Source: an optimization exercise on an open RTL-to-GDS flow (aim: small area, a short achievable clock period and few clock cycles per item). Production flows keep margins and buffers that such runs may drop. Function was checked by simulation only, so behaviour that the tests miss may differ from the original. Power figures rest on the tool's default switching activity, not on a simulated workload.

==> flow/design.v, too long to show whole: its modules and the start of the top module <==
// module rbm_sequencer: 99 lines
// module rbm_tree_s1: 288 lines
// module rbm_tree_s2: 90 lines
// module rbm_tree_s3: 14 lines
// module visible_unit: 653 lines
// module sample_collector: 26 lines
// module rbm_recon: 59 lines
module rbm_recon (
    input  wire          clk,
    input  wire          reset_n,
    input  wire          start,
    input  wire  [15:0]  hidden,
    input  wire          param_we,
    input  wire  [16:0]  param,
    output logic         busy,
    output logic         done,
    output logic [15:0]  visible
);
  // ...
==> flow/flow/run.sh <==
#!/bin/bash
# The standard layout, with one netlist pass between synthesis and
# floorplan: flow/fapol_opt.py re-chooses the polarity of each full adder
# (a full adder is self-dual) and of and2/nand2-type gates so that fewer
# inverters are needed. Registers, ports and all other cells are unchanged.
set -euo pipefail
R=orfs/results/sky130hd/rbm_recon/base
bash standard.sh synth > synth.log 2>&1
cp "$R/1_2_yosys.v" "$R/1_2_yosys_std.v"
python3 flow/fapol_opt.py "$R/1_2_yosys_std.v" "$R/1_2_yosys.v" > fapol.log 2>&1
rm -f "$R/1_synth.odb" "$R/1_synth.sdc"
bash standard.sh finish > layout.log 2>&1
==> flow/flow/fapol_opt.py <==
#!/usr/bin/env python3
"""Re-choose full-adder polarities in a flat sky130 gate netlist.

A full adder is self-dual: FA(~a, ~b, ~c) = (~sum, ~cout). Yosys's adder
extraction picks each adder's polarity on its own, leaving inverters between
adders. This removes every logic inverter, chooses for each adder whether it
works on true or complemented signals (and for each and2/nand2, or2/nor2,
xor2/xnor2 which of the pair it is), and puts back one inverter per signal
that some load still needs complemented. Registers, ports and every other
cell keep their function.

Usage: fapol_opt.py IN.v OUT.v
"""
import re
import sys
import random
from collections import defaultdict

FA_TYPES = {"sky130_fd_sc_hd__fa_1", "sky130_fd_sc_hd__fa_2", "sky130_fd_sc_hd__fa_4"}
INV_RE = re.compile(r"^sky130_fd_sc_hd__inv_\d+$")
OUT_PINS = {"X", "Y", "Q", "Q_N", "SUM", "COUT", "HI", "LO"}
# swappable 2-input gates: type -> (complement type, out pin, complement out pin, area delta)
AREA = {
    "and2_1": 6.256, "nand2_1": 3.7536, "or2_1": 6.256, "nor2_1": 3.7536,
    "xor2_1": 8.7584, "xnor2_1": 8.7584, "and2_0": 6.256, "or2_0": 6.256,
}
SWAP = {
    "sky130_fd_sc_hd__and2_1": ("sky130_fd_sc_hd__nand2_1", "X", "Y"),
    "sky130_fd_sc_hd__and2_0": ("sky130_fd_sc_hd__nand2_1", "X", "Y"),
    "sky130_fd_sc_hd__nand2_1": ("sky130_fd_sc_hd__and2_1", "Y", "X"),
    "sky130_fd_sc_hd__or2_1": ("sky130_fd_sc_hd__nor2_1", "X", "Y"),
    "sky130_fd_sc_hd__or2_0": ("sky130_fd_sc_hd__nor2_1", "X", "Y"),
    "sky130_fd_sc_hd__nor2_1": ("sky130_fd_sc_hd__or2_1", "Y", "X"),
    "sky130_fd_sc_hd__xor2_1": ("sky130_fd_sc_hd__xnor2_1", "X", "Y"),
    "sky130_fd_sc_hd__xnor2_1": ("sky130_fd_sc_hd__xor2_1", "Y", "X"),
}
INV_AREA = 3.7536


def short(t):
    return t.replace("sky130_fd_sc_hd__", "")


def main():
    src = open(sys.argv[1]).read()
    m = re.search(r"^module\s+(\S+)\s*\((.*?)\);", src, re.S | re.M)
    head_end = m.end()
    end = src.rindex("endmodule")
    body = src[head_end:end]
    # Declarations and cells
    cell_re = re.compile(r"^\s*(sky130_fd_sc_hd__\w+)\s+(\S+)\s*\((.*?)\);\s*$", re.S | re.M)
    pin_re = re.compile(r"\.(\w+)\(\s*(.*?)\s*\)(?=\s*,|\s*$)", re.S)
    cells = []
    decl_lines = []
    pos = 0
    for cm in cell_re.finditer(body):
        decl_lines.append(body[pos:cm.start()])
        pos = cm.end()
        typ, name, pins = cm.group(1), cm.group(2), cm.group(3)
        pm = []
        for p, n in pin_re.findall(pins):
            pm.append((p, n.strip()))
        cells.append([typ, name, pm])
    tail = body[pos:]
    decls = "".join(decl_lines) + tail
    if "assign" in decls:
        sys.exit("netlist has assign statements; not handled")
    ports = set()
    for dm in re.finditer(r"^\s*(input|output|inout)\s+(?:\[[^\]]*\]\s*)?(\S+)\s*;", decls, re.M):
        ports.add(dm.group(2))

    def is_port(net):
        base = net.split("[")[0] if not net.startswith("\\") else net
        return net in ports or base in ports

    driver = {}
    for ci, (typ, name, pm) in enumerate(cells):
        for p, n in pm:
            if p in OUT_PINS:
                driver[n] = (ci, p)
    # Removable inverters
    removable = set()
    for ci, (typ, name, pm) in enumerate(cells):
        if INV_RE.match(typ):
            d = dict(pm)
            if not is_port(d["Y"]) and not d["A"].startswith("1'b"):
                removable.add(ci)

    memo = {}

    def base(net):
        if net in memo:
            return memo[net]
        d = driver.get(net)
        if d is not None and d[0] in removable:
            b, par = base(dict(cells[d[0]][2])["A"])
            r = (b, par ^ 1)
        else:
            r = (net, 0)
        memo[net] = r
        return r

    # Variables
    var_of_cell = {}
    nvar = 0
    for ci, (typ, name, pm) in enumerate(cells):
        if typ in FA_TYPES or typ in SWAP:
            var_of_cell[ci] = nvar
            nvar += 1
    # Base nets: driver variable; consumers
    cons = defaultdict(list)  # base net -> list of (ci, pin, par, var or None)
    for ci, (typ, name, pm) in enumerate(cells):
        if ci in removable:
            continue
        for p, n in pm:
            if p in OUT_PINS or n.startswith("1'b") or n == "":
                continue
            b, par = base(n)
            v = var_of_cell.get(ci) if typ in FA_TYPES else None
            cons[b].append((ci, p, par, v))
    # Output ports as consumers needing the true value of their own net
    fixed_base = set()
    for b in list(cons.keys()) + list(driver.keys()):
        if is_port(b):
            fixed_base.add(b)
    base_var = {}
    for b in cons:
        d = driver.get(b)
        if d is not None and d[0] in var_of_cell and b not in fixed_base:
            base_var[b] = var_of_cell[d[0]]
    pinned = set()
    for b in fixed_base:
        d = driver.get(b)
        if d is not None and d[0] in var_of_cell:
            pinned.add(var_of_cell[d[0]])
    # Also any cell with a variable that drives a base with no recorded consumers
    # (e.g. dangling) is harmless.
    pol = [0] * nvar
    var_cell = {v: ci for ci, v in var_of_cell.items()}
    # Which bases each variable touches
    touch = defaultdict(set)
    for b, lst in cons.items():
        if b in base_var:
            touch[base_var[b]].add(b)
        for (_, _, _, v) in lst:
            if v is not None:
                touch[v].add(b)

    def swap_cost(v):
        ci = var_cell[v]
        typ = cells[ci][0]
        if typ not in SWAP or pol[v] == 0:
            return 0.0
        return AREA.get(short(SWAP[typ][0]), 6.256) - AREA.get(short(typ), 6.256)

    swap_base = {}
    for b, v in base_var.items():
        if cells[var_cell[v]][0] in SWAP:
            swap_base[b] = v

    def need(b, d):
        for (_, _, par, v) in cons[b]:
            r = par ^ (pol[v] if v is not None else 0)
            if r != d:
                return True
        return False

    def swap_delta(v):
        typ = cells[var_cell[v]][0]
        return AREA.get(short(SWAP[typ][0]), 6.256) - AREA.get(short(typ), 6.256)

    def base_cost(b):
        if b in swap_base:
            v = swap_base[b]
            c0 = INV_AREA if need(b, 0) else 0.0
            c1 = (INV_AREA if need(b, 1) else 0.0) + swap_delta(v)
            return min(c0, c1)
        d = pol[base_var[b]] if b in base_var else 0
        return INV_AREA if need(b, d) else 0.0

    def settle_swaps():
        for b, v in swap_base.items():
            c0 = INV_AREA if need(b, 0) else 0.0
            c1 = (INV_AREA if need(b, 1) else 0.0) + swap_delta(v)
            pol[v] = 1 if c1 < c0 - 1e-9 else 0

    def total():
        return sum(base_cost(b) for b in cons)

    start = total()
    rng = random.Random(1)
    order = [v for v in range(nvar) if v not in pinned and cells[var_cell[v]][0] in FA_TYPES]
    improved = True
    rounds = 0
    while improved and rounds < 50:
        improved = False
        rounds += 1
        rng.shuffle(order)
        for v in order:
            before = sum(base_cost(b) for b in touch[v])
            pol[v] ^= 1
            after = sum(base_cost(b) for b in touch[v])
            if after < before - 1e-9:
                improved = True
            else:
                pol[v] ^= 1
    # Annealing over adder polarities, from a few seeds; keep the best
    greedy_pol = list(pol)
    best = total()
    best_pol = list(pol)
    for seed in range(4):
        rng = random.Random(seed + 1)
        pol[:] = greedy_pol
        cur = total()
        T = 2.0
        steps = 60 * len(order)
        for k in range(steps):
            v = order[rng.randrange(len(order))]
            before = sum(base_cost(b) for b in touch[v])
            pol[v] ^= 1
            after = sum(base_cost(b) for b in touch[v])
            dlt = after - before
            if dlt <= 0 or rng.random() < pow(2.718281828, -dlt / T):
                cur += dlt
                if cur < best - 1e-9:
                    best = cur
                    best_pol = list(pol)
            else:
                pol[v] ^= 1
            T = max(0.05, 2.0 * (1 - k / steps))
    pol[:] = best_pol
    settle_swaps()
    end_cost = total()
    # Emit
    out_cells = []
    new_wires = []
    inv_net = {}
    ninv = 0

    def comp(b):
        nonlocal ninv
        if b not in inv_net:
            n = f"_fapol_n{ninv}_"
            inv_net[b] = n
            new_wires.append(n)
            out_cells.append(("sky130_fd_sc_hd__inv_1", f"_fapol_i{ninv}_", [("A", b), ("Y", n)]))
            ninv += 1
        return inv_net[b]

    for ci, (typ, name, pm) in enumerate(cells):
        if ci in removable:
            continue
        v = var_of_cell.get(ci)
        newtyp = typ
        newpm = []
        if typ in SWAP and v is not None and pol[v]:
            newtyp = SWAP[typ][0]
        for p, n in pm:
            if p in OUT_PINS:
                if typ in SWAP and v is not None and pol[v]:
                    p = SWAP[typ][2]
                newpm.append((p, n))
                continue
            if n.startswith("1'b") or n == "":
                newpm.append((p, n))
                continue
            b, par = base(n)
            d = pol[base_var[b]] if b in base_var else 0
            r = par ^ (pol[v] if (v is not None and typ in FA_TYPES) else 0)
            newpm.append((p, b if r == d else comp(b)))
        out_cells.append((newtyp, name, newpm))
    o = [src[:head_end]]
    o.append(decls.rstrip() + "\n")
    for w in new_wires:
        o.append(f"  wire {w};\n")
    for typ, name, pm in out_cells:
        pins = ",\n".join(f"    .{p}({n} )" for p, n in pm)
        o.append(f"  {typ} {name} (\n{pins}\n  );\n")
    o.append("endmodule\n")
    open(sys.argv[2], "w").write("".join(o))
    flipped_fa = sum(1 for v in range(nvar) if pol[v] and cells[var_cell[v]][0] in FA_TYPES)
    swapped = sum(1 for v in range(nvar) if pol[v] and cells[var_cell[v]][0] in SWAP)
    sys.stderr.write(
        f"fapol: {len(removable)} inverters removed, {ninv} added; "
        f"{flipped_fa} adders flipped, {swapped} gates swapped; "
        f"cost {start:.1f} -> {end_cost:.1f} um2 ({rounds} rounds)\n")


if __name__ == "__main__":
    main()
==> flow/standard.sh <==
#!/bin/bash
# synth_recipe.tcl (not shown) runs the flow's synth.tcl, then flattens the netlist and writes it again
# the make line also repeats each setting of config.mk as NAME=value (left out here)
make -C /OpenROAD-flow-scripts/flow DESIGN_CONFIG=/design/flow/config.mk WORK_HOME=/design/flow/orfs CLKGATE_MAP_FILE= SYNTH_SCRIPT=/design/flow/synth_recipe.tcl "${@:-finish}"
==> flow/config.mk <==
export PLATFORM = sky130hd
export DESIGN_NAME = rbm_recon
export DESIGN_NICKNAME = rbm_recon
export VERILOG_FILES = /design/flow/design.v
export SDC_FILE = /design/flow/constraint.sdc
export NUM_CORES = 4
export LEC_CHECK = 0
export ABC_CLOCK_PERIOD_IN_PS = 2700
export CAP_MARGIN = 20
export CORE_MARGIN = 2
export CORE_UTILIZATION = 60
export CTS_CLUSTER_DIAMETER = 100
export CTS_CLUSTER_SIZE = 26
export SETUP_SLACK_MARGIN = 4.17
export SLEW_MARGIN = 20
==> flow/constraint.sdc <==
create_clock -name core_clock -period 7.0 [get_ports {clk}]
set_input_delay 1.4000 -clock core_clock [delete_from_list [all_inputs] [get_ports {clk}]]
set_output_delay 1.4000 -clock core_clock [all_outputs]
set_load 0.01 [all_outputs]
==> summary.md, run 1 <==
| Metric | Value |
|---|---|
| Max incr delay on CP | 500 ps |
| Slowest-stage cell, CP | dfrtp_2 |
| Final Hold Viols | 0 |
| Clock slew at reported path FFs | 100 ps |
| Number of non-clock buffers | 178 |
| Worst r2r src | u_sequencer.gate[52]$_DFF_P_ |
| Dominant kind of cell | sequential cells |
| Clock root cell | clkbuf_16 |
| Rel. slew slack | 0.233 |
| Routed Antenna Nets | 0 |
| N_diodes | 8 |
| Highest metal used | met4 |
| Maximum clock frequency | 0.346 GHz |
| Critical path launch point type | flip-flop |
| CTS Buf Count | 163 |
| Via-to-Cell Ratio | 5.36 |
| Status | no timing/DRC/antenna violations |
| Non-filler instance count after layout | 15200 |
| Worst R2R Path Depth | 6 |
| Storage cell area | 77700 um^2 |
| PwrDens | 249 nW/um^2 |
| Hold slack final | 330 ps |
| Starting density of the core | 0.604 |
| Clock sink count | 3755 |
| Port bufs | 54 |
| Sequential cell power | 24.0 mW |
| Worst slew pin tran | 1150 ps |
| Critical Path End | visible[4] |
| M2 GR Usage | 0.457 |
| Worst path required time | 5600 ps |
| Metal1 wirelength | 144000 um |
| GR Layer Usage met1 | 0.379 |
| Reg2reg end | g_unit[13].u_unit.p1_q[34]$_DFF_P_ |
| Max-Cap Viols | 0 |
| Fillers | 19000 |
Testbench counts, summed over its fixed seeds: cycles 1,072, items 1,024.
==> module rbm_sequencer, before the edit <==
module rbm_sequencer (
    input  wire            clk,
    input  wire            reset_n,
    input  wire            start,
    input  wire  [15:0]    hidden,
    input  wire            param_we,
    input  wire  [16:0]    param,
    output logic           busy,
    output logic [2047:0]  ring_q,
    output logic [63:0]    gate,
    output logic [127:0]   bias_q,
    output logic           v1,
    output logic           v2,
    output logic           v3
);
    logic [3:0]   pos;
    logic         pend;
    logic         wb;
    logic [3:0]   p_row;
    logic [3:0]   p_col;
    logic [7:0]   p_data;
    logic [15:0]  col_ok;
    logic accept;
    logic wacc;
    logic hit;
    logic pend_next;
    assign accept = start & ~pend;
    assign wacc   = param_we & ~pend;
    assign hit       = pend & (p_col == ~pos);
    assign pend_next = pend ? ~hit : (wacc & ~param[16]);
    always_ff @(posedge clk or negedge reset_n) begin
        if (!reset_n) begin
            pos    <= '0;
            pend   <= 1'b0;
            wb     <= 1'b0;
            v1     <= 1'b0;
            v2     <= 1'b0;
            v3     <= 1'b0;
            col_ok <= '0;
        end else begin
            pos  <= pos + 4'd1;
            pend <= pend_next;
            wb   <= wacc & param[16];
            v1   <= accept;
            v2   <= v1;
            v3   <= v2;
            if (hit) begin
                col_ok[p_col] <= 1'b1;
            end
        end
    end
    always_ff @(posedge clk) begin
        busy <= reset_n & pend_next;
    end
    always_ff @(posedge clk) begin
        if (!pend) begin
            p_row  <= param[15:12];
            p_col  <= param[11:8];
            p_data <= param[7:0];
        end
    end
    for (genvar k = 0; k < 16; k++) begin : g_bias
        always_ff @(posedge clk or negedge reset_n) begin
            if (!reset_n) begin
                bias_q[8*k +: 8] <= '0;
            end else if (wb && p_row == 4'(k)) begin
                bias_q[8*k +: 8] <= p_data;
            end
        end
    end
    for (genvar k = 0; k < 16; k++) begin : g_lane
        logic mine;
        logic sel;
        assign mine = (p_row == 4'(k));
        assign sel  = hit & (mine | ~col_ok[p_col]);
        always_ff @(posedge clk) begin
            ring_q[8*k +: 8] <= sel ? (mine ? p_data : 8'd0) : ring_q[128*15 + 8*k +: 8];
        end
    end
    always_ff @(posedge clk) begin
        ring_q[2047:128] <= ring_q[1919:0];
    end
    localparam logic [31:0] ORDER = {8'b01_11_00_10, 8'b10_00_11_01, 8'b00_01_10_11, 8'b11_10_01_00};
    logic [3:0] rot;
    assign rot = ~pos;
    for (genvar j = 0; j < 4; j++) begin : g_gcopy
        logic [15:0] x [5];
        assign x[0] = hidden & col_ok;
        for (genvar t = 0; t < 4; t++) begin : g_stage
            localparam int B = ORDER[8*j + 2*t +: 2];
            for (genvar s = 0; s < 16; s++) begin : g_bit
                assign x[t+1][s] = rot[B] ? x[t][(s + (1 << B)) % 16] : x[t][s];
            end
        end
        always_ff @(posedge clk) begin
            gate[16*j +: 16] <= x[4];
        end
    end
endmodule
==> module rbm_tree_s1, before the edit <==
module rbm_tree_s1 (
    input  wire [143:0] op,
    output wire [49:0] p1
);
    wire fa0_s, fa0_c;
    assign fa0_s = op[0] ^ op[8] ^ op[16];
    assign fa0_c = (op[0] & op[8]) | (op[0] & op[16]) | (op[8] & op[16]);
    wire fa1_s, fa1_c;
    assign fa1_s = op[24] ^ op[32] ^ op[40];
    assign fa1_c = (op[24] & op[32]) | (op[24] & op[40]) | (op[32] & op[40]);
    wire fa2_s, fa2_c;
    assign fa2_s = op[48] ^ op[56] ^ op[64];
    assign fa2_c = (op[48] & op[56]) | (op[48] & op[64]) | (op[56] & op[64]);
    wire fa3_s, fa3_c;
    assign fa3_s = op[72] ^ op[80] ^ op[88];
    assign fa3_c = (op[72] & op[80]) | (op[72] & op[88]) | (op[80] & op[88]);
    wire fa4_s, fa4_c;
    assign fa4_s = op[96] ^ op[104] ^ op[112];
    assign fa4_c = (op[96] & op[104]) | (op[96] & op[112]) | (op[104] & op[112]);
    wire fa5_s, fa5_c;
    assign fa5_s = op[1] ^ op[9] ^ op[17];
    assign fa5_c = (op[1] & op[9]) | (op[1] & op[17]) | (op[9] & op[17]);
    wire fa6_s, fa6_c;
    assign fa6_s = op[25] ^ op[33] ^ op[41];
    assign fa6_c = (op[25] & op[33]) | (op[25] & op[41]) | (op[33] & op[41]);
    wire fa7_s, fa7_c;
    assign fa7_s = op[49] ^ op[57] ^ op[65];
    assign fa7_c = (op[49] & op[57]) | (op[49] & op[65]) | (op[57] & op[65]);
    wire fa8_s, fa8_c;
    assign fa8_s = op[73] ^ op[81] ^ op[89];
    assign fa8_c = (op[73] & op[81]) | (op[73] & op[89]) | (op[81] & op[89]);
    wire fa9_s, fa9_c;
    assign fa9_s = op[97] ^ op[105] ^ op[113];
    assign fa9_c = (op[97] & op[105]) | (op[97] & op[113]) | (op[105] & op[113]);
    wire fa10_s, fa10_c;
    assign fa10_s = op[2] ^ op[10] ^ op[18];
    assign fa10_c = (op[2] & op[10]) | (op[2] & op[18]) | (op[10] & op[18]);
    wire fa11_s, fa11_c;
    assign fa11_s = op[26] ^ op[34] ^ op[42];
    assign fa11_c = (op[26] & op[34]) | (op[26] & op[42]) | (op[34] & op[42]);
    wire fa12_s, fa12_c;
    assign fa12_s = op[50] ^ op[58] ^ op[66];
    assign fa12_c = (op[50] & op[58]) | (op[50] & op[66]) | (op[58] & op[66]);
    wire fa13_s, fa13_c;
    assign fa13_s = op[74] ^ op[82] ^ op[90];
    assign fa13_c = (op[74] & op[82]) | (op[74] & op[90]) | (op[82] & op[90]);
    wire fa14_s, fa14_c;
    assign fa14_s = op[98] ^ op[106] ^ op[114];
    assign fa14_c = (op[98] & op[106]) | (op[98] & op[114]) | (op[106] & op[114]);
    wire fa15_s, fa15_c;
    assign fa15_s = op[3] ^ op[11] ^ op[19];
    assign fa15_c = (op[3] & op[11]) | (op[3] & op[19]) | (op[11] & op[19]);
    wire fa16_s, fa16_c;
    assign fa16_s = op[27] ^ op[35] ^ op[43];
    assign fa16_c = (op[27] & op[35]) | (op[27] & op[43]) | (op[35] & op[43]);
    wire fa17_s, fa17_c;
    assign fa17_s = op[51] ^ op[59] ^ op[67];
    assign fa17_c = (op[51] & op[59]) | (op[51] & op[67]) | (op[59] & op[67]);
    wire fa18_s, fa18_c;
    assign fa18_s = op[75] ^ op[83] ^ op[91];
    assign fa18_c = (op[75] & op[83]) | (op[75] & op[91]) | (op[83] & op[91]);
    wire fa19_s, fa19_c;
    assign fa19_s = op[99] ^ op[107] ^ op[115];
    assign fa19_c = (op[99] & op[107]) | (op[99] & op[115]) | (op[107] & op[115]);
    wire fa20_s, fa20_c;
    assign fa20_s = op[4] ^ op[12] ^ op[20];
    assign fa20_c = (op[4] & op[12]) | (op[4] & op[20]) | (op[12] & op[20]);
    wire fa21_s, fa21_c;
    assign fa21_s = op[28] ^ op[36] ^ op[44];
    assign fa21_c = (op[28] & op[36]) | (op[28] & op[44]) | (op[36] & op[44]);
    wire fa22_s, fa22_c;
    assign fa22_s = op[52] ^ op[60] ^ op[68];
    assign fa22_c = (op[52] & op[60]) | (op[52] & op[68]) | (op[60] & op[68]);
    wire fa23_s, fa23_c;
    assign fa23_s = op[76] ^ op[84] ^ op[92];
    assign fa23_c = (op[76] & op[84]) | (op[76] & op[92]) | (op[84] & op[92]);
    wire fa24_s, fa24_c;
    assign fa24_s = op[100] ^ op[108] ^ op[116];
    assign fa24_c = (op[100] & op[108]) | (op[100] & op[116]) | (op[108] & op[116]);
    wire fa25_s, fa25_c;
    assign fa25_s = op[5] ^ op[13] ^ op[21];
    assign fa25_c = (op[5] & op[13]) | (op[5] & op[21]) | (op[13] & op[21]);
    wire fa26_s, fa26_c;
    assign fa26_s = op[29] ^ op[37] ^ op[45];
    assign fa26_c = (op[29] & op[37]) | (op[29] & op[45]) | (op[37] & op[45]);
    wire fa27_s, fa27_c;
    assign fa27_s = op[53] ^ op[61] ^ op[69];
    assign fa27_c = (op[53] & op[61]) | (op[53] & op[69]) | (op[61] & op[69]);
    wire fa28_s, fa28_c;
    assign fa28_s = op[77] ^ op[85] ^ op[93];
    assign fa28_c = (op[77] & op[85]) | (op[77] & op[93]) | (op[85] & op[93]);
    wire fa29_s, fa29_c;
    assign fa29_s = op[101] ^ op[109] ^ op[117];
    assign fa29_c = (op[101] & op[109]) | (op[101] & op[117]) | (op[109] & op[117]);
    wire fa30_s, fa30_c;
    assign fa30_s = op[6] ^ op[14] ^ op[22];
    assign fa30_c = (op[6] & op[14]) | (op[6] & op[22]) | (op[14] & op[22]);
    wire fa31_s, fa31_c;
    assign fa31_s = op[30] ^ op[38] ^ op[46];
    assign fa31_c = (op[30] & op[38]) | (op[30] & op[46]) | (op[38] & op[46]);
    wire fa32_s, fa32_c;
    assign fa32_s = op[54] ^ op[62] ^ op[70];
    assign fa32_c = (op[54] & op[62]) | (op[54] & op[70]) | (op[62] & op[70]);
    wire fa33_s, fa33_c;
    assign fa33_s = op[78] ^ op[86] ^ op[94];
    assign fa33_c = (op[78] & op[86]) | (op[78] & op[94]) | (op[86] & op[94]);
    wire fa34_s, fa34_c;
    assign fa34_s = op[102] ^ op[110] ^ op[118];
    assign fa34_c = (op[102] & op[110]) | (op[102] & op[118]) | (op[110] & op[118]);
    wire fa35_s, fa35_c;
    assign fa35_s = op[7] ^ op[15] ^ op[23];
    assign fa35_c = (op[7] & op[15]) | (op[7] & op[23]) | (op[15] & op[23]);
    wire fa36_s, fa36_c;
    assign fa36_s = op[31] ^ op[39] ^ op[47];
    assign fa36_c = (op[31] & op[39]) | (op[31] & op[47]) | (op[39] & op[47]);
    wire fa37_s, fa37_c;
    assign fa37_s = op[55] ^ op[63] ^ op[71];
    assign fa37_c = (op[55] & op[63]) | (op[55] & op[71]) | (op[63] & op[71]);
    wire fa38_s, fa38_c;
    assign fa38_s = op[79] ^ op[87] ^ op[95];
    assign fa38_c = (op[79] & op[87]) | (op[79] & op[95]) | (op[87] & op[95]);
    wire fa39_s, fa39_c;
    assign fa39_s = op[103] ^ op[111] ^ op[119];
    assign fa39_c = (op[103] & op[111]) | (op[103] & op[119]) | (op[111] & op[119]);
    wire fa40_s, fa40_c;
    assign fa40_s = fa0_s ^ fa1_s ^ fa2_s;
    assign fa40_c = (fa0_s & fa1_s) | (fa0_s & fa2_s) | (fa1_s & fa2_s);
    wire fa41_s, fa41_c;
    assign fa41_s = fa3_s ^ fa4_s ^ op[120];
    assign fa41_c = (fa3_s & fa4_s) | (fa3_s & op[120]) | (fa4_s & op[120]);
    wire fa42_s, fa42_c;
    assign fa42_s = fa0_c ^ fa1_c ^ fa2_c;
    assign fa42_c = (fa0_c & fa1_c) | (fa0_c & fa2_c) | (fa1_c & fa2_c);
    wire fa43_s, fa43_c;
    assign fa43_s = fa3_c ^ fa4_c ^ fa5_s;
    assign fa43_c = (fa3_c & fa4_c) | (fa3_c & fa5_s) | (fa4_c & fa5_s);
    wire fa44_s, fa44_c;
    assign fa44_s = fa6_s ^ fa7_s ^ fa8_s;
    assign fa44_c = (fa6_s & fa7_s) | (fa6_s & fa8_s) | (fa7_s & fa8_s);
    wire fa45_s, fa45_c;
    assign fa45_s = fa9_s ^ op[121] ^ op[129];
    assign fa45_c = (fa9_s & op[121]) | (fa9_s & op[129]) | (op[121] & op[129]);
    wire fa46_s, fa46_c;
    assign fa46_s = fa5_c ^ fa6_c ^ fa7_c;
    assign fa46_c = (fa5_c & fa6_c) | (fa5_c & fa7_c) | (fa6_c & fa7_c);
    wire fa47_s, fa47_c;
    assign fa47_s = fa8_c ^ fa9_c ^ fa10_s;
    assign fa47_c = (fa8_c & fa9_c) | (fa8_c & fa10_s) | (fa9_c & fa10_s);
    wire fa48_s, fa48_c;
    assign fa48_s = fa11_s ^ fa12_s ^ fa13_s;
    assign fa48_c = (fa11_s & fa12_s) | (fa11_s & fa13_s) | (fa12_s & fa13_s);
    wire fa49_s, fa49_c;
    assign fa49_s = fa14_s ^ op[122] ^ op[130];
    assign fa49_c = (fa14_s & op[122]) | (fa14_s & op[130]) | (op[122] & op[130]);
    wire fa50_s, fa50_c;
    assign fa50_s = fa10_c ^ fa11_c ^ fa12_c;
    assign fa50_c = (fa10_c & fa11_c) | (fa10_c & fa12_c) | (fa11_c & fa12_c);
    wire fa51_s, fa51_c;
    assign fa51_s = fa13_c ^ fa14_c ^ fa15_s;
    assign fa51_c = (fa13_c & fa14_c) | (fa13_c & fa15_s) | (fa14_c & fa15_s);
    wire fa52_s, fa52_c;
    assign fa52_s = fa16_s ^ fa17_s ^ fa18_s;
    assign fa52_c = (fa16_s & fa17_s) | (fa16_s & fa18_s) | (fa17_s & fa18_s);
    wire fa53_s, fa53_c;
    assign fa53_s = fa19_s ^ op[123] ^ op[131];
    assign fa53_c = (fa19_s & op[123]) | (fa19_s & op[131]) | (op[123] & op[131]);
    wire fa54_s, fa54_c;
    assign fa54_s = fa15_c ^ fa16_c ^ fa17_c;
    assign fa54_c = (fa15_c & fa16_c) | (fa15_c & fa17_c) | (fa16_c & fa17_c);
    wire fa55_s, fa55_c;
    assign fa55_s = fa18_c ^ fa19_c ^ fa20_s;
    assign fa55_c = (fa18_c & fa19_c) | (fa18_c & fa20_s) | (fa19_c & fa20_s);
    wire fa56_s, fa56_c;
    assign fa56_s = fa21_s ^ fa22_s ^ fa23_s;
    assign fa56_c = (fa21_s & fa22_s) | (fa21_s & fa23_s) | (fa22_s & fa23_s);
    wire fa57_s, fa57_c;
    assign fa57_s = fa24_s ^ op[124] ^ op[132];
    assign fa57_c = (fa24_s & op[124]) | (fa24_s & op[132]) | (op[124] & op[132]);
    wire fa58_s, fa58_c;
    assign fa58_s = fa20_c ^ fa21_c ^ fa22_c;
    assign fa58_c = (fa20_c & fa21_c) | (fa20_c & fa22_c) | (fa21_c & fa22_c);
    wire fa59_s, fa59_c;
    assign fa59_s = fa23_c ^ fa24_c ^ fa25_s;
    assign fa59_c = (fa23_c & fa24_c) | (fa23_c & fa25_s) | (fa24_c & fa25_s);
    wire fa60_s, fa60_c;
    assign fa60_s = fa26_s ^ fa27_s ^ fa28_s;
    assign fa60_c = (fa26_s & fa27_s) | (fa26_s & fa28_s) | (fa27_s & fa28_s);
    wire fa61_s, fa61_c;
    assign fa61_s = fa29_s ^ op[125] ^ op[133];
    assign fa61_c = (fa29_s & op[125]) | (fa29_s & op[133]) | (op[125] & op[133]);
    wire fa62_s, fa62_c;
    assign fa62_s = fa25_c ^ fa26_c ^ fa27_c;
    assign fa62_c = (fa25_c & fa26_c) | (fa25_c & fa27_c) | (fa26_c & fa27_c);
    wire fa63_s, fa63_c;
    assign fa63_s = fa28_c ^ fa29_c ^ fa30_s;
    assign fa63_c = (fa28_c & fa29_c) | (fa28_c & fa30_s) | (fa29_c & fa30_s);
    wire fa64_s, fa64_c;
    assign fa64_s = fa31_s ^ fa32_s ^ fa33_s;
    assign fa64_c = (fa31_s & fa32_s) | (fa31_s & fa33_s) | (fa32_s & fa33_s);
    wire fa65_s, fa65_c;
    assign fa65_s = fa34_s ^ op[126] ^ op[134];
    assign fa65_c = (fa34_s & op[126]) | (fa34_s & op[134]) | (op[126] & op[134]);
    wire fa66_s, fa66_c;
    assign fa66_s = fa30_c ^ fa31_c ^ fa32_c;
    assign fa66_c = (fa30_c & fa31_c) | (fa30_c & fa32_c) | (fa31_c & fa32_c);
    wire fa67_s, fa67_c;
    assign fa67_s = fa33_c ^ fa34_c ^ fa35_s;
    assign fa67_c = (fa33_c & fa34_c) | (fa33_c & fa35_s) | (fa34_c & fa35_s);
    wire fa68_s, fa68_c;
    assign fa68_s = fa36_s ^ fa37_s ^ fa38_s;
    assign fa68_c = (fa36_s & fa37_s) | (fa36_s & fa38_s) | (fa37_s & fa38_s);
    wire fa69_s, fa69_c;
    assign fa69_s = fa39_s ^ op[127] ^ op[135];
    assign fa69_c = (fa39_s & op[127]) | (fa39_s & op[135]) | (op[127] & op[135]);
    wire fa70_s, fa70_c;
    assign fa70_s = fa35_c ^ fa36_c ^ fa37_c;
    assign fa70_c = (fa35_c & fa36_c) | (fa35_c & fa37_c) | (fa36_c & fa37_c);
    wire fa71_s, fa71_c;
    assign fa71_s = fa40_s ^ fa41_s ^ op[128];
    assign fa71_c = (fa40_s & fa41_s) | (fa40_s & op[128]) | (fa41_s & op[128]);
    wire fa72_s, fa72_c;
    assign fa72_s = fa40_c ^ fa41_c ^ fa42_s;
    assign fa72_c = (fa40_c & fa41_c) | (fa40_c & fa42_s) | (fa41_c & fa42_s);
    wire fa73_s, fa73_c;
    assign fa73_s = fa43_s ^ fa44_s ^ fa45_s;
    assign fa73_c = (fa43_s & fa44_s) | (fa43_s & fa45_s) | (fa44_s & fa45_s);
    wire fa74_s, fa74_c;
    assign fa74_s = fa42_c ^ fa43_c ^ fa44_c;
    assign fa74_c = (fa42_c & fa43_c) | (fa42_c & fa44_c) | (fa43_c & fa44_c);
    wire fa75_s, fa75_c;
    assign fa75_s = fa45_c ^ fa46_s ^ fa47_s;
    assign fa75_c = (fa45_c & fa46_s) | (fa45_c & fa47_s) | (fa46_s & fa47_s);
    wire fa76_s, fa76_c;
    assign fa76_s = fa48_s ^ fa49_s ^ op[138];
    assign fa76_c = (fa48_s & fa49_s) | (fa48_s & op[138]) | (fa49_s & op[138]);
    wire fa77_s, fa77_c;
    assign fa77_s = fa46_c ^ fa47_c ^ fa48_c;
    assign fa77_c = (fa46_c & fa47_c) | (fa46_c & fa48_c) | (fa47_c & fa48_c);
    wire fa78_s, fa78_c;
    assign fa78_s = fa49_c ^ fa50_s ^ fa51_s;
    assign fa78_c = (fa49_c & fa50_s) | (fa49_c & fa51_s) | (fa50_s & fa51_s);
    wire fa79_s, fa79_c;
    assign fa79_s = fa52_s ^ fa53_s ^ op[139];
    assign fa79_c = (fa52_s & fa53_s) | (fa52_s & op[139]) | (fa53_s & op[139]);
    wire fa80_s, fa80_c;
    assign fa80_s = fa50_c ^ fa51_c ^ fa52_c;
    assign fa80_c = (fa50_c & fa51_c) | (fa50_c & fa52_c) | (fa51_c & fa52_c);
    wire fa81_s, fa81_c;
    assign fa81_s = fa53_c ^ fa54_s ^ fa55_s;
    assign fa81_c = (fa53_c & fa54_s) | (fa53_c & fa55_s) | (fa54_s & fa55_s);
    wire fa82_s, fa82_c;
    assign fa82_s = fa56_s ^ fa57_s ^ op[140];
    assign fa82_c = (fa56_s & fa57_s) | (fa56_s & op[140]) | (fa57_s & op[140]);
    wire fa83_s, fa83_c;
    assign fa83_s = fa54_c ^ fa55_c ^ fa56_c;
    assign fa83_c = (fa54_c & fa55_c) | (fa54_c & fa56_c) | (fa55_c & fa56_c);
    wire fa84_s, fa84_c;
    assign fa84_s = fa57_c ^ fa58_s ^ fa59_s;
    assign fa84_c = (fa57_c & fa58_s) | (fa57_c & fa59_s) | (fa58_s & fa59_s);
    wire fa85_s, fa85_c;
    assign fa85_s = fa60_s ^ fa61_s ^ op[141];
    assign fa85_c = (fa60_s & fa61_s) | (fa60_s & op[141]) | (fa61_s & op[141]);
    wire fa86_s, fa86_c;
    assign fa86_s = fa58_c ^ fa59_c ^ fa60_c;
    assign fa86_c = (fa58_c & fa59_c) | (fa58_c & fa60_c) | (fa59_c & fa60_c);
    wire fa87_s, fa87_c;
    assign fa87_s = fa61_c ^ fa62_s ^ fa63_s;
    assign fa87_c = (fa61_c & fa62_s) | (fa61_c & fa63_s) | (fa62_s & fa63_s);
    wire fa88_s, fa88_c;
    assign fa88_s = fa64_s ^ fa65_s ^ op[142];
    assign fa88_c = (fa64_s & fa65_s) | (fa64_s & op[142]) | (fa65_s & op[142]);
    wire fa89_s, fa89_c;
    assign fa89_s = fa62_c ^ fa63_c ^ fa64_c;
    assign fa89_c = (fa62_c & fa63_c) | (fa62_c & fa64_c) | (fa63_c & fa64_c);
    wire fa90_s, fa90_c;
    assign fa90_s = fa65_c ^ fa66_s ^ fa67_s;
    assign fa90_c = (fa65_c & fa66_s) | (fa65_c & fa67_s) | (fa66_s & fa67_s);
    wire fa91_s, fa91_c;
    assign fa91_s = fa68_s ^ fa69_s ^ op[143];
    assign fa91_c = (fa68_s & fa69_s) | (fa68_s & op[143]) | (fa69_s & op[143]);
    wire fa92_s, fa92_c;
    assign fa92_s = fa66_c ^ fa67_c ^ fa68_c;
    assign fa92_c = (fa66_c & fa67_c) | (fa66_c & fa68_c) | (fa67_c & fa68_c);
    wire fa93_s, fa93_c;
    assign fa93_s = fa69_c ^ fa70_s ^ fa38_c;
    assign fa93_c = (fa69_c & fa70_s) | (fa69_c & fa38_c) | (fa70_s & fa38_c);
    assign p1 = {fa70_c, fa93_c, fa92_c, fa39_c, fa93_s, fa92_s, fa91_c, fa90_c, fa89_c, fa91_s, fa90_s, fa89_s, fa88_c, fa87_c, fa86_c, fa88_s, fa87_s, fa86_s, fa85_c, fa84_c, fa83_c, fa85_s, fa84_s, fa83_s, fa82_c, fa81_c, fa80_c, fa82_s, fa81_s, fa80_s, fa79_c, fa78_c, fa77_c, fa79_s, fa78_s, fa77_s, fa76_c, fa75_c, fa74_c, fa76_s, fa75_s, fa74_s, fa73_c, fa72_c, op[137], fa73_s, fa72_s, fa71_c, op[136], fa71_s};
endmodule
==> module rbm_tree_s2, before the edit <==
module rbm_tree_s2 (
    input  wire [49:0] p1_q,
    output wire [21:0] p2
);
    wire fa94_s, fa94_c;
    assign fa94_s = p1_q[2] ^ p1_q[3] ^ p1_q[4];
    assign fa94_c = (p1_q[2] & p1_q[3]) | (p1_q[2] & p1_q[4]) | (p1_q[3] & p1_q[4]);
    wire fa95_s, fa95_c;
    assign fa95_s = p1_q[6] ^ p1_q[7] ^ p1_q[8];
    assign fa95_c = (p1_q[6] & p1_q[7]) | (p1_q[6] & p1_q[8]) | (p1_q[7] & p1_q[8]);
    wire fa96_s, fa96_c;
    assign fa96_s = p1_q[11] ^ p1_q[12] ^ p1_q[13];
    assign fa96_c = (p1_q[11] & p1_q[12]) | (p1_q[11] & p1_q[13]) | (p1_q[12] & p1_q[13]);
    wire fa97_s, fa97_c;
    assign fa97_s = p1_q[14] ^ p1_q[15] ^ p1_q[16];
    assign fa97_c = (p1_q[14] & p1_q[15]) | (p1_q[14] & p1_q[16]) | (p1_q[15] & p1_q[16]);
    wire fa98_s, fa98_c;
    assign fa98_s = p1_q[17] ^ p1_q[18] ^ p1_q[19];
    assign fa98_c = (p1_q[17] & p1_q[18]) | (p1_q[17] & p1_q[19]) | (p1_q[18] & p1_q[19]);
    wire fa99_s, fa99_c;
    assign fa99_s = p1_q[20] ^ p1_q[21] ^ p1_q[22];
    assign fa99_c = (p1_q[20] & p1_q[21]) | (p1_q[20] & p1_q[22]) | (p1_q[21] & p1_q[22]);
    wire fa100_s, fa100_c;
    assign fa100_s = p1_q[23] ^ p1_q[24] ^ p1_q[25];
    assign fa100_c = (p1_q[23] & p1_q[24]) | (p1_q[23] & p1_q[25]) | (p1_q[24] & p1_q[25]);
    wire fa101_s, fa101_c;
    assign fa101_s = p1_q[26] ^ p1_q[27] ^ p1_q[28];
    assign fa101_c = (p1_q[26] & p1_q[27]) | (p1_q[26] & p1_q[28]) | (p1_q[27] & p1_q[28]);
    wire fa102_s, fa102_c;
    assign fa102_s = p1_q[29] ^ p1_q[30] ^ p1_q[31];
    assign fa102_c = (p1_q[29] & p1_q[30]) | (p1_q[29] & p1_q[31]) | (p1_q[30] & p1_q[31]);
    wire fa103_s, fa103_c;
    assign fa103_s = p1_q[32] ^ p1_q[33] ^ p1_q[34];
    assign fa103_c = (p1_q[32] & p1_q[33]) | (p1_q[32] & p1_q[34]) | (p1_q[33] & p1_q[34]);
    wire fa104_s, fa104_c;
    assign fa104_s = p1_q[35] ^ p1_q[36] ^ p1_q[37];
    assign fa104_c = (p1_q[35] & p1_q[36]) | (p1_q[35] & p1_q[37]) | (p1_q[36] & p1_q[37]);
    wire fa105_s, fa105_c;
    assign fa105_s = p1_q[38] ^ p1_q[39] ^ p1_q[40];
    assign fa105_c = (p1_q[38] & p1_q[39]) | (p1_q[38] & p1_q[40]) | (p1_q[39] & p1_q[40]);
    wire fa106_s, fa106_c;
    assign fa106_s = p1_q[41] ^ p1_q[42] ^ p1_q[43];
    assign fa106_c = (p1_q[41] & p1_q[42]) | (p1_q[41] & p1_q[43]) | (p1_q[42] & p1_q[43]);
    wire fa107_s, fa107_c;
    assign fa107_s = p1_q[44] ^ p1_q[45] ^ p1_q[46];
    assign fa107_c = (p1_q[44] & p1_q[45]) | (p1_q[44] & p1_q[46]) | (p1_q[45] & p1_q[46]);
    wire fa108_s, fa108_c;
    assign fa108_s = p1_q[47] ^ p1_q[48] ^ p1_q[49];
    assign fa108_c = (p1_q[47] & p1_q[48]) | (p1_q[47] & p1_q[49]) | (p1_q[48] & p1_q[49]);
    wire fa109_s, fa109_c;
    assign fa109_s = fa94_c ^ fa95_s ^ p1_q[9];
    assign fa109_c = (fa94_c & fa95_s) | (fa94_c & p1_q[9]) | (fa95_s & p1_q[9]);
    wire fa110_s, fa110_c;
    assign fa110_s = fa95_c ^ fa96_s ^ fa97_s;
    assign fa110_c = (fa95_c & fa96_s) | (fa95_c & fa97_s) | (fa96_s & fa97_s);
    wire fa111_s, fa111_c;
    assign fa111_s = fa96_c ^ fa97_c ^ fa98_s;
    assign fa111_c = (fa96_c & fa97_c) | (fa96_c & fa98_s) | (fa97_c & fa98_s);
    wire fa112_s, fa112_c;
    assign fa112_s = fa98_c ^ fa99_c ^ fa100_s;
    assign fa112_c = (fa98_c & fa99_c) | (fa98_c & fa100_s) | (fa99_c & fa100_s);
    wire fa113_s, fa113_c;
    assign fa113_s = fa100_c ^ fa101_c ^ fa102_s;
    assign fa113_c = (fa100_c & fa101_c) | (fa100_c & fa102_s) | (fa101_c & fa102_s);
    wire fa114_s, fa114_c;
    assign fa114_s = fa102_c ^ fa103_c ^ fa104_s;
    assign fa114_c = (fa102_c & fa103_c) | (fa102_c & fa104_s) | (fa103_c & fa104_s);
    wire fa115_s, fa115_c;
    assign fa115_s = fa104_c ^ fa105_c ^ fa106_s;
    assign fa115_c = (fa104_c & fa105_c) | (fa104_c & fa106_s) | (fa105_c & fa106_s);
    wire fa116_s, fa116_c;
    assign fa116_s = fa106_c ^ fa107_c ^ fa108_s;
    assign fa116_c = (fa106_c & fa107_c) | (fa106_c & fa108_s) | (fa107_c & fa108_s);
    wire fa117_s, fa117_c;
    assign fa117_s = fa110_c ^ fa111_s ^ fa99_s;
    assign fa117_c = (fa110_c & fa111_s) | (fa110_c & fa99_s) | (fa111_s & fa99_s);
    wire fa118_s, fa118_c;
    assign fa118_s = fa111_c ^ fa112_s ^ fa101_s;
    assign fa118_c = (fa111_c & fa112_s) | (fa111_c & fa101_s) | (fa112_s & fa101_s);
    wire fa119_s, fa119_c;
    assign fa119_s = fa112_c ^ fa113_s ^ fa103_s;
    assign fa119_c = (fa112_c & fa113_s) | (fa112_c & fa103_s) | (fa113_s & fa103_s);
    wire fa120_s, fa120_c;
    assign fa120_s = fa113_c ^ fa114_s ^ fa105_s;
    assign fa120_c = (fa113_c & fa114_s) | (fa113_c & fa105_s) | (fa114_s & fa105_s);
    wire fa121_s, fa121_c;
    assign fa121_s = fa114_c ^ fa115_s ^ fa107_s;
    assign fa121_c = (fa114_c & fa115_s) | (fa114_c & fa107_s) | (fa115_s & fa107_s);
    assign p2 = {fa108_c, fa116_c, fa116_s, fa115_c, fa121_c, fa121_s, fa120_c, fa120_s, fa119_c, fa119_s, fa118_c, fa118_s, fa117_c, fa117_s, fa110_s, fa109_c, p1_q[10], fa109_s, p1_q[5], fa94_s, p1_q[1], p1_q[0]};
endmodule
==> run 2: changes to the inputs <==
--- a/flow/design.v
+++ b/flow/design.v
@@ -43,6 +43,5 @@
     output logic [127:0]   bias_q,
     output logic           v1,
-    output logic           v2,
-    output logic           v3
+    output logic           v2
 );
     logic [3:0]   pos;
@@ -68,5 +67,4 @@
             v1     <= 1'b0;
             v2     <= 1'b0;
-            v3     <= 1'b0;
             col_ok <= '0;
         end else begin
@@ -76,5 +74,4 @@
             v1   <= accept;
             v2   <= v1;
-            v3   <= v2;
             if (hit) begin
                 col_ok[p_col] <= 1'b1;
@@ -135,5 +132,5 @@
 module rbm_tree_s1 (
     input  wire [143:0] op,
-    output wire [49:0] p1
+    output wire [34:0] p1
 );
     wire fa0_s, fa0_c;
@@ -419,109 +416,109 @@
     assign fa93_s = fa69_c ^ fa70_s ^ fa38_c;
     assign fa93_c = (fa69_c & fa70_s) | (fa69_c & fa38_c) | (fa70_s & fa38_c);
-    assign p1 = {fa70_c, fa93_c, fa92_c, fa39_c, fa93_s, fa92_s, fa91_c, fa90_c, fa89_c, fa91_s, fa90_s, fa89_s, fa88_c, fa87_c, fa86_c, fa88_s, fa87_s, fa86_s, fa85_c, fa84_c, fa83_c, fa85_s, fa84_s, fa83_s, fa82_c, fa81_c, fa80_c, fa82_s, fa81_s, fa80_s, fa79_c, fa78_c, fa77_c, fa79_s, fa78_s, fa77_s, fa76_c, fa75_c, fa74_c, fa76_s, fa75_s, fa74_s, fa73_c, fa72_c, op[137], fa73_s, fa72_s, fa71_c, op[136], fa71_s};
-endmodule
-module rbm_tree_s2 (
-    input  wire [49:0] p1_q,
-    output wire [21:0] p2
-);
     wire fa94_s, fa94_c;
-    assign fa94_s = p1_q[2] ^ p1_q[3] ^ p1_q[4];
-    assign fa94_c = (p1_q[2] & p1_q[3]) | (p1_q[2] & p1_q[4]) | (p1_q[3] & p1_q[4]);
+    assign fa94_s = fa71_c ^ fa72_s ^ fa73_s;
+    assign fa94_c = (fa71_c & fa72_s) | (fa71_c & fa73_s) | (fa72_s & fa73_s);
     wire fa95_s, fa95_c;
-    assign fa95_s = p1_q[6] ^ p1_q[7] ^ p1_q[8];
-    assign fa95_c = (p1_q[6] & p1_q[7]) | (p1_q[6] & p1_q[8]) | (p1_q[7] & p1_q[8]);
+    assign fa95_s = fa72_c ^ fa73_c ^ fa74_s;
+    assign fa95_c = (fa72_c & fa73_c) | (fa72_c & fa74_s) | (fa73_c & fa74_s);
     wire fa96_s, fa96_c;
-    assign fa96_s = p1_q[11] ^ p1_q[12] ^ p1_q[13];
-    assign fa96_c = (p1_q[11] & p1_q[12]) | (p1_q[11] & p1_q[13]) | (p1_q[12] & p1_q[13]);
+    assign fa96_s = fa74_c ^ fa75_c ^ fa76_c;
+    assign fa96_c = (fa74_c & fa75_c) | (fa74_c & fa76_c) | (fa75_c & fa76_c);
     wire fa97_s, fa97_c;
-    assign fa97_s = p1_q[14] ^ p1_q[15] ^ p1_q[16];
-    assign fa97_c = (p1_q[14] & p1_q[15]) | (p1_q[14] & p1_q[16]) | (p1_q[15] & p1_q[16]);
+    assign fa97_s = fa77_s ^ fa78_s ^ fa79_s;
+    assign fa97_c = (fa77_s & fa78_s) | (fa77_s & fa79_s) | (fa78_s & fa79_s);
     wire fa98_s, fa98_c;
-    assign fa98_s = p1_q[17] ^ p1_q[18] ^ p1_q[19];
-    assign fa98_c = (p1_q[17] & p1_q[18]) | (p1_q[17] & p1_q[19]) | (p1_q[18] & p1_q[19]);
+    assign fa98_s = fa77_c ^ fa78_c ^ fa79_c;
+    assign fa98_c = (fa77_c & fa78_c) | (fa77_c & fa79_c) | (fa78_c & fa79_c);
     wire fa99_s, fa99_c;
-    assign fa99_s = p1_q[20] ^ p1_q[21] ^ p1_q[22];
-    assign fa99_c = (p1_q[20] & p1_q[21]) | (p1_q[20] & p1_q[22]) | (p1_q[21] & p1_q[22]);
+    assign fa99_s = fa80_s ^ fa81_s ^ fa82_s;
+    assign fa99_c = (fa80_s & fa81_s) | (fa80_s & fa82_s) | (fa81_s & fa82_s);
     wire fa100_s, fa100_c;
-    assign fa100_s = p1_q[23] ^ p1_q[24] ^ p1_q[25];
-    assign fa100_c = (p1_q[23] & p1_q[24]) | (p1_q[23] & p1_q[25]) | (p1_q[24] & p1_q[25]);
+    assign fa100_s = fa80_c ^ fa81_c ^ fa82_c;
+    assign fa100_c = (fa80_c & fa81_c) | (fa80_c & fa82_c) | (fa81_c & fa82_c);
     wire fa101_s, fa101_c;
-    assign fa101_s = p1_q[26] ^ p1_q[27] ^ p1_q[28];
-    assign fa101_c = (p1_q[26] & p1_q[27]) | (p1_q[26] & p1_q[28]) | (p1_q[27] & p1_q[28]);
+    assign fa101_s = fa83_s ^ fa84_s ^ fa85_s;
+    assign fa101_c = (fa83_s & fa84_s) | (fa83_s & fa85_s) | (fa84_s & fa85_s);
     wire fa102_s, fa102_c;
-    assign fa102_s = p1_q[29] ^ p1_q[30] ^ p1_q[31];
-    assign fa102_c = (p1_q[29] & p1_q[30]) | (p1_q[29] & p1_q[31]) | (p1_q[30] & p1_q[31]);
+    assign fa102_s = fa83_c ^ fa84_c ^ fa85_c;
+    assign fa102_c = (fa83_c & fa84_c) | (fa83_c & fa85_c) | (fa84_c & fa85_c);
     wire fa103_s, fa103_c;
-    assign fa103_s = p1_q[32] ^ p1_q[33] ^ p1_q[34];
-    assign fa103_c = (p1_q[32] & p1_q[33]) | (p1_q[32] & p1_q[34]) | (p1_q[33] & p1_q[34]);
+    assign fa103_s = fa86_s ^ fa87_s ^ fa88_s;
+    assign fa103_c = (fa86_s & fa87_s) | (fa86_s & fa88_s) | (fa87_s & fa88_s);
     wire fa104_s, fa104_c;
-    assign fa104_s = p1_q[35] ^ p1_q[36] ^ p1_q[37];
-    assign fa104_c = (p1_q[35] & p1_q[36]) | (p1_q[35] & p1_q[37]) | (p1_q[36] & p1_q[37]);
+    assign fa104_s = fa86_c ^ fa87_c ^ fa88_c;
+    assign fa104_c = (fa86_c & fa87_c) | (fa86_c & fa88_c) | (fa87_c & fa88_c);
     wire fa105_s, fa105_c;
-    assign fa105_s = p1_q[38] ^ p1_q[39] ^ p1_q[40];
-    assign fa105_c = (p1_q[38] & p1_q[39]) | (p1_q[38] & p1_q[40]) | (p1_q[39] & p1_q[40]);
+    assign fa105_s = fa89_s ^ fa90_s ^ fa91_s;
+    assign fa105_c = (fa89_s & fa90_s) | (fa89_s & fa91_s) | (fa90_s & fa91_s);
     wire fa106_s, fa106_c;
-    assign fa106_s = p1_q[41] ^ p1_q[42] ^ p1_q[43];
-    assign fa106_c = (p1_q[41] & p1_q[42]) | (p1_q[41] & p1_q[43]) | (p1_q[42] & p1_q[43]);
+    assign fa106_s = fa89_c ^ fa90_c ^ fa91_c;
+    assign fa106_c = (fa89_c & fa90_c) | (fa89_c & fa91_c) | (fa90_c & fa91_c);
     wire fa107_s, fa107_c;
-    assign fa107_s = p1_q[44] ^ p1_q[45] ^ p1_q[46];
-    assign fa107_c = (p1_q[44] & p1_q[45]) | (p1_q[44] & p1_q[46]) | (p1_q[45] & p1_q[46]);
+    assign fa107_s = fa92_s ^ fa93_s ^ fa39_c;
+    assign fa107_c = (fa92_s & fa93_s) | (fa92_s & fa39_c) | (fa93_s & fa39_c);
     wire fa108_s, fa108_c;
-    assign fa108_s = p1_q[47] ^ p1_q[48] ^ p1_q[49];
-    assign fa108_c = (p1_q[47] & p1_q[48]) | (p1_q[47] & p1_q[49]) | (p1_q[48] & p1_q[49]);
+    assign fa108_s = fa92_c ^ fa93_c ^ fa70_c;
+    assign fa108_c = (fa92_c & fa93_c) | (fa92_c & fa70_c) | (fa93_c & fa70_c);
+    assign p1 = {fa108_c, fa108_s, fa107_c, fa106_c, fa107_s, fa106_s, fa105_c, fa104_c, fa105_s, fa104_s, fa103_c, fa102_c, fa103_s, fa102_s, fa101_c, fa100_c, fa101_s, fa100_s, fa99_c, fa98_c, fa99_s, fa98_s, fa97_c, fa96_c, fa97_s, fa96_s, fa95_c, fa76_s, fa75_s, fa95_s, fa94_c, op[137], fa94_s, op[136], fa71_s};
+endmodule
+module rbm_tree_s2 (
+    input  wire [34:0] p1_q,
+    output wire [12:0] sum_a,
+    output wire [12:0] sum_b
+);
+    wire ha0_s, ha0_c;
+    assign ha0_s = p1_q[4] ^ p1_q[5];
+    assign ha0_c = p1_q[4] & p1_q[5];
+    wire ha1_s, ha1_c;
+    assign ha1_s = p1_q[8] ^ p1_q[9];
+    assign ha1_c = p1_q[8] & p1_q[9];
     wire fa109_s, fa109_c;
-    assign fa109_s = fa94_c ^ fa95_s ^ p1_q[9];
-    assign fa109_c = (fa94_c & fa95_s) | (fa94_c & p1_q[9]) | (fa95_s & p1_q[9]);
+    assign fa109_s = p1_q[11] ^ p1_q[12] ^ p1_q[13];
+    assign fa109_c = (p1_q[11] & p1_q[12]) | (p1_q[11] & p1_q[13]) | (p1_q[12] & p1_q[13]);
     wire fa110_s, fa110_c;
-    assign fa110_s = fa95_c ^ fa96_s ^ fa97_s;
-    assign fa110_c = (fa95_c & fa96_s) | (fa95_c & fa97_s) | (fa96_s & fa97_s);
+    assign fa110_s = p1_q[15] ^ p1_q[16] ^ p1_q[17];
+    assign fa110_c = (p1_q[15] & p1_q[16]) | (p1_q[15] & p1_q[17]) | (p1_q[16] & p1_q[17]);
     wire fa111_s, fa111_c;
-    assign fa111_s = fa96_c ^ fa97_c ^ fa98_s;
-    assign fa111_c = (fa96_c & fa97_c) | (fa96_c & fa98_s) | (fa97_c & fa98_s);
+    assign fa111_s = p1_q[19] ^ p1_q[20] ^ p1_q[21];
+    assign fa111_c = (p1_q[19] & p1_q[20]) | (p1_q[19] & p1_q[21]) | (p1_q[20] & p1_q[21]);
     wire fa112_s, fa112_c;
-    assign fa112_s = fa98_c ^ fa99_c ^ fa100_s;
-    assign fa112_c = (fa98_c & fa99_c) | (fa98_c & fa100_s) | (fa99_c & fa100_s);
+    assign fa112_s = p1_q[23] ^ p1_q[24] ^ p1_q[25];
+    assign fa112_c = (p1_q[23] & p1_q[24]) | (p1_q[23] & p1_q[25]) | (p1_q[24] & p1_q[25]);
     wire fa113_s, fa113_c;
-    assign fa113_s = fa100_c ^ fa101_c ^ fa102_s;
-    assign fa113_c = (fa100_c & fa101_c) | (fa100_c & fa102_s) | (fa101_c & fa102_s);
+    assign fa113_s = p1_q[27] ^ p1_q[28] ^ p1_q[29];
+    assign fa113_c = (p1_q[27] & p1_q[28]) | (p1_q[27] & p1_q[29]) | (p1_q[28] & p1_q[29]);
+    wire ha2_s, ha2_c;
+    assign ha2_s = p1_q[31] ^ p1_q[32];
+    assign ha2_c = p1_q[31] & p1_q[32];
+    wire ha3_s, ha3_c;
+    assign ha3_s = ha0_s ^ p1_q[6];
+    assign ha3_c = ha0_s & p1_q[6];
     wire fa114_s, fa114_c;
-    assign fa114_s = fa102_c ^ fa103_c ^ fa104_s;
-    assign fa114_c = (fa102_c & fa103_c) | (fa102_c & fa104_s) | (fa103_c & fa104_s);
+    assign fa114_s = ha0_c ^ ha1_s ^ p1_q[10];
+    assign fa114_c = (ha0_c & ha1_s) | (ha0_c & p1_q[10]) | (ha1_s & p1_q[10]);
     wire fa115_s, fa115_c;
-    assign fa115_s = fa104_c ^ fa105_c ^ fa106_s;
-    assign fa115_c = (fa104_c & fa105_c) | (fa104_c & fa106_s) | (fa105_c & fa106_s);
+    assign fa115_s = ha1_c ^ fa109_s ^ p1_q[14];
+    assign fa115_c = (ha1_c & fa109_s) | (ha1_c & p1_q[14]) | (fa109_s & p1_q[14]);
     wire fa116_s, fa116_c;
-    assign fa116_s = fa106_c ^ fa107_c ^ fa108_s;
-    assign fa116_c = (fa106_c & fa107_c) | (fa106_c & fa108_s) | (fa107_c & fa108_s);
+    assign fa116_s = fa109_c ^ fa110_s ^ p1_q[18];
+    assign fa116_c = (fa109_c & fa110_s) | (fa109_c & p1_q[18]) | (fa110_s & p1_q[18]);
     wire fa117_s, fa117_c;
-    assign fa117_s = fa110_c ^ fa111_s ^ fa99_s;
-    assign fa117_c = (fa110_c & fa111_s) | (fa110_c & fa99_s) | (fa111_s & fa99_s);
+    assign fa117_s = fa110_c ^ fa111_s ^ p1_q[22];
+    assign fa117_c = (fa110_c & fa111_s) | (fa110_c & p1_q[22]) | (fa111_s & p1_q[22]);
     wire fa118_s, fa118_c;
-    assign fa118_s = fa111_c ^ fa112_s ^ fa101_s;
-    assign fa118_c = (fa111_c & fa112_s) | (fa111_c & fa101_s) | (fa112_s & fa101_s);
+    assign fa118_s = fa111_c ^ fa112_s ^ p1_q[26];
+    assign fa118_c = (fa111_c & fa112_s) | (fa111_c & p1_q[26]) | (fa112_s & p1_q[26]);
     wire fa119_s, fa119_c;
-    assign fa119_s = fa112_c ^ fa113_s ^ fa103_s;
-    assign fa119_c = (fa112_c & fa113_s) | (fa112_c & fa103_s) | (fa113_s & fa103_s);
+    assign fa119_s = fa112_c ^ fa113_s ^ p1_q[30];
+    assign fa119_c = (fa112_c & fa113_s) | (fa112_c & p1_q[30]) | (fa113_s & p1_q[30]);
     wire fa120_s, fa120_c;
-    assign fa120_s = fa113_c ^ fa114_s ^ fa105_s;
-    assign fa120_c = (fa113_c & fa114_s) | (fa113_c & fa105_s) | (fa114_s & fa105_s);
-    wire fa121_s, fa121_c;
-    assign fa121_s = fa114_c ^ fa115_s ^ fa107_s;
-    assign fa121_c = (fa114_c & fa115_s) | (fa114_c & fa107_s) | (fa115_s & fa107_s);
-    assign p2 = {fa108_c, fa116_c, fa116_s, fa115_c, fa121_c, fa121_s, fa120_c, fa120_s, fa119_c, fa119_s, fa118_c, fa118_s, fa117_c, fa117_s, fa110_s, fa109_c, p1_q[10], fa109_s, p1_q[5], fa94_s, p1_q[1], p1_q[0]};
-endmodule
-module rbm_tree_s3 (
-    input  wire [21:0] p2_q,
-    output wire [12:0] sum_a,
-    output wire [12:0] sum_b
-);
-    wire ha0_s, ha0_c;
-    assign ha0_s = p2_q[17] ^ p2_q[18];
-    assign ha0_c = p2_q[17] & p2_q[18];
-    wire ha1_s, ha1_c;
-    assign ha1_s = p2_q[20] ^ p2_q[21];
-    assign ha1_c = p2_q[20] & p2_q[21];
-    assign sum_a = {1'b0, ha1_c, ha0_c, ha0_s, p2_q[15], p2_q[13], p2_q[11], p2_q[9], p2_q[8], p2_q[6], p2_q[4], p2_q[2], p2_q[0]};
-    assign sum_b = {1'b0, 1'b0, ha1_s, p2_q[19], p2_q[16], p2_q[14], p2_q[12], p2_q[10], 1'b0, p2_q[7], p2_q[5], p2_q[3], p2_q[1]};
+    assign fa120_s = fa113_c ^ ha2_s ^ p1_q[33];
+    assign fa120_c = (fa113_c & ha2_s) | (fa113_c & p1_q[33]) | (ha2_s & p1_q[33]);
+    wire ha4_s, ha4_c;
+    assign ha4_s = ha2_c ^ p1_q[34];
+    assign ha4_c = ha2_c & p1_q[34];
+    assign sum_a = {1'b0, ha4_c, fa120_c, fa119_c, fa118_c, fa117_c, fa116_c, fa115_c, fa114_c, ha3_c, ha3_s, p1_q[2], p1_q[0]};
+    assign sum_b = {1'b0, 1'b0, ha4_s, fa120_s, fa119_s, fa118_s, fa117_s, fa116_s, fa115_s, fa114_s, p1_q[7], p1_q[3], p1_q[1]};
 endmodule
 module visible_unit #(
@@ -1070,10 +1067,7 @@
     logic [12:0]     hs, cg, cp;
     logic [13:0]     hc;
-    logic [49:0] p1;
-    logic [49:0] p1_q;
+    logic [34:0] p1;
+    logic [34:0] p1_q;
     logic           never1_q;
-    logic [21:0] p2;
-    logic [21:0] p2_q;
-    logic           never2_q;
     for (genvar s = 0; s < 16; s++) begin : g_op
         assign op[8*s +: 8] = {~(gate[s] & wring[8*s+7]), wring[8*s +: 7] & {7{gate[s]}}};
@@ -1091,12 +1085,4 @@
     rbm_tree_s2 u_s2 (
         .p1_q (p1_q),
-        .p2 (p2)
-    );
-    always_ff @(posedge clk) begin
-        p2_q     <= p2;
-        never2_q <= never1_q;
-    end
-    rbm_tree_s3 u_s3 (
-        .p2_q (p2_q),
         .sum_a (sum_a),
         .sum_b (sum_b)
@@ -1176,5 +1162,5 @@
     wire gg_0_5 = gg_3_5 | (pp_3_5 & gg_0_2);
     wire gg_0_12 = gg_6_12 | (pp_6_12 & gg_0_5);
-    assign sample = (hc[13] | gg_0_12) & ~never2_q;
+    assign sample = (hc[13] | gg_0_12) & ~never1_q;
 endmodule
 `default_nettype wire
@@ -1226,5 +1212,4 @@
     logic          v1;
     logic          v2;
-    logic          v3;
     logic [15:0]   sample;
     rbm_sequencer u_sequencer (
@@ -1240,6 +1225,5 @@
         .bias_q   (bias_q),
         .v1       (v1),
-        .v2       (v2),
-        .v3       (v3)
+        .v2       (v2)
     );
     for (genvar k = 0; k < 16; k++) begin : g_unit
@@ -1264,5 +1248,5 @@
         .reset_n (reset_n),
         .sample  (sample),
-        .v2      (v3),
+        .v2      (v2),
         .visible (visible),
         .done    (done)
--- a/flow/config.mk
+++ b/flow/config.mk
@@ -9,7 +9,7 @@
 export CAP_MARGIN = 20
 export CORE_MARGIN = 2
-export CORE_UTILIZATION = 60
+export CORE_UTILIZATION = 55
 export CTS_CLUSTER_DIAMETER = 100
 export CTS_CLUSTER_SIZE = 26
-export SETUP_SLACK_MARGIN = 4.17
+export SETUP_SLACK_MARGIN = 3.95
 export SLEW_MARGIN = 20
==> summary.md, run 2 <==
| Metric | Value |
|---|---|
| Synthesized cell area | 137000 um^2 |
| Reg2reg end | g_unit[10].u_unit.p1_q[2]$_DFF_P_ |
| PwrDens | 234 nW/um^2 (-6.0%) |
| Max-slew violations | 0 |
| Clock root cell | clkbuf_16 |
| Period utilization | 0.444 |
| Cells after synthesis | 11200 |
| Leak pwr | 52.7 nW |
| Total Routing Usage GR | 0.267 |
| Layout area overhead | 10.9% |
| Critical path arrival | 3820 ps |
| Clock power frac | 0.284 |
| Drt drc | 0 |
| Hold path start | u_sequencer.ring_q[934]$_DFF_P_ |
| Final min period | 3100 ps |
| Final Core Density | 0.612 |
| VDD IR max | 0.288 mV |
| Syn. warnings | 22 |
| Die H | 503 um |
| CTS tree | built |
| Hpwl dp | 204000 um |
| Antenna violations before repair | 15 |
| Clk_skew | 28.2 ps |
| Starting density of the core | 0.552 (-0.0524) |
| Gate power share | 0.152 |
| HP Class | flip-flop to flip-flop |
| Worst skew pair latency | 840 ps |
| Clock sink count | 3146 (-16%) |
| Die area | 253000 um^2 |
| Seq pwr share | 0.564 |
| Area of the multi-input gates | 66600 um^2 |
| Worst slew pin tran | 1130 ps (-14.1 ps) |
| Worst R2R Path Depth | 8 (+2) |
| Syn_nets | 13400 |
| CP endpoint kind | flip-flop |
| Final layout net count | 13500 |
| Via-to-Cell Ratio | 5.55 (+3.6%) |
| Num rows | 183 |
| Status | no timing/DRC/antenna violations |
| RSZ-0062 raised after global routing | yes |
| Storage cell area | 65700 um^2 (-15%) |
| Global-route wire length before repair | 510000 um |
| Synth Area per Inst | 12.3 um^2 |
| Ports | 55 |
| Worst path most repeated cell | fa_1 |
| Drt first pass iters | 6 |
| Slowest-stage cell, CP | fa_1 |
| Clock slew at reported path FFs | 110 ps (about the same) |
| Largest net degree at the start of global routing | 97 |
| Max-Cap Viols | 0 (unchanged) |
| Worst path required time | 7720 ps (+2120 ps) |
| Max incr delay on CP | 520 ps (+20 ps) |
| Maximum clock frequency | 0.322 GHz (-6.9%) |
| Rel. slew slack | 0.242 (+0.00847) |
| Die span in x | 503 um |
| Switching share of power | 0.278 |
| Port bufs | 54 (unchanged) |
| Routed Antenna Nets | 0 (unchanged) |
| Core ar. | 248000 um^2 |
| Final Hold Viols | 0 (unchanged) |
| Fillers | 19300 (+1.5%) |
| Total grt overflow | 0 |
| Delay-heaviest family, CP | adder cells |
| Max reg flops | 2048 |
| Gp weighted congestion | 0.841 |
| CTS Buf Count | 141 (-13%) |
| Most common cell after layout, fill and taps aside | dfxtp_1 |
| Post-Route WL | 371000 um |
| Critical path launch point type | flip-flop |
| Final setup violation count | 0 |
| Worst r2r src | u_sequencer.gate[41]$_DFF_P_ |
run 2: changes by cell type in the layout (fill, tap and decap cells not counted), sizes merged, moves of 22 or more:
cell / before / now
and2: 107 / 9
ha: 181 / 245
clkbuf: 270 / 323
o21ai: 519 / 267
nand2: 2316 / 2385
buf: 138 / 328
a21oi: 226 / 248
inv: 904 / 863
dfxtp: 3313 / 2705
o2bb2ai: 5 / 128
run 2: what timing repair did:
item | in CTS | in global routing
gates resized for setup | 254 | 291
setup buffers | 25 | 166
setup endpoints to repair | 654 | 178
pin swaps | 23 | 278
gates cloned | 25 | 100
endpoints found under the hold margin | 0 | 0
run 2: area by class of cell:
type | count | share of cell area
multi-input cells | 6668 | 0.439
clock buffers | 238 | 0.0277
inverters | 865 | 0.0214
repair buffers | 467 | 0.0506
clock inverters | 14 | 0.00113
well taps | 3330 | 0.0275
flip-flops and latches | 3146 | 0.433
diodes | 8 | 0.000132
run 2: through the flow:
step / setup slack, ps / hold WS (ps) / cells / area (um^2) / power, mW
2_1_floorplan: 4120 / 331 / 11200 / 137000 / 22.5
3_3_place_gp: 3000 / 332 / 14200 / 140000 / 24.1
3_5_place_dp: 2810 / 335 / 14200 / 140000 / 24.2
4_1_cts: 3910 / 340 / 14500 / 146000 / 34.5
5_1_grt: 3850 / 347 / 14700 / 152000 / 36.8
6_report: 3900 / 339 / 14700 / 152000 / 35.5
run 2: power groups by stage:
stage	Combinational, mW	Sequential [mW]	Clock (mW)
floorplan	2.52	20.0	0
global placement	3.85	20.3	0
detailed placement	3.93	20.3	0
CTS	4.31	20.0	10.3
global route	5.73	20.2	10.9
finish	5.41	20.1	10.1
run 2: layer usage:
metal,up-vias,global-route usage,routed length (um)
met4,4,0.0685,13600
li1,35700,-,-
met3,615,0.0355,28200
met2,2839,0.439,175000
met5,-,0,22
met1,42700,0.378,155000
run 2: worst max path at each step:
stage,from,cells after the start,to,slack [ps]
final,u_sequencer.gate[41]$_DFF_P_,8,g_unit[10].u_unit.p1_q[2]$_DFF_P_,3900
after floorplan,u_sequencer.gate[35]$_DFF_P_,7,g_unit[8].u_unit.p1_q[10]$_DFF_P_,4120
after global routing,u_sequencer.gate[5]$_DFF_P_,8,g_unit[0].u_unit.p1_q[14]$_DFF_P_,3850
after detailed placement,u_sequencer.pos[2]$_DFF_PN0_,7,u_sequencer.ring_q[16]$_DFF_P_,2810
after CTS,u_sequencer.gate[32]$_DFF_P_,7,g_unit[11].u_unit.p1_q[14]$_DFF_P_,3910
after global placement,u_sequencer.pos[2]$_DFF_PN0_,7,u_sequencer.ring_q[10]$_DFF_P_,3000
Testbench counts of run 2, summed over its fixed seeds: cycles 1,056, items 1,024.
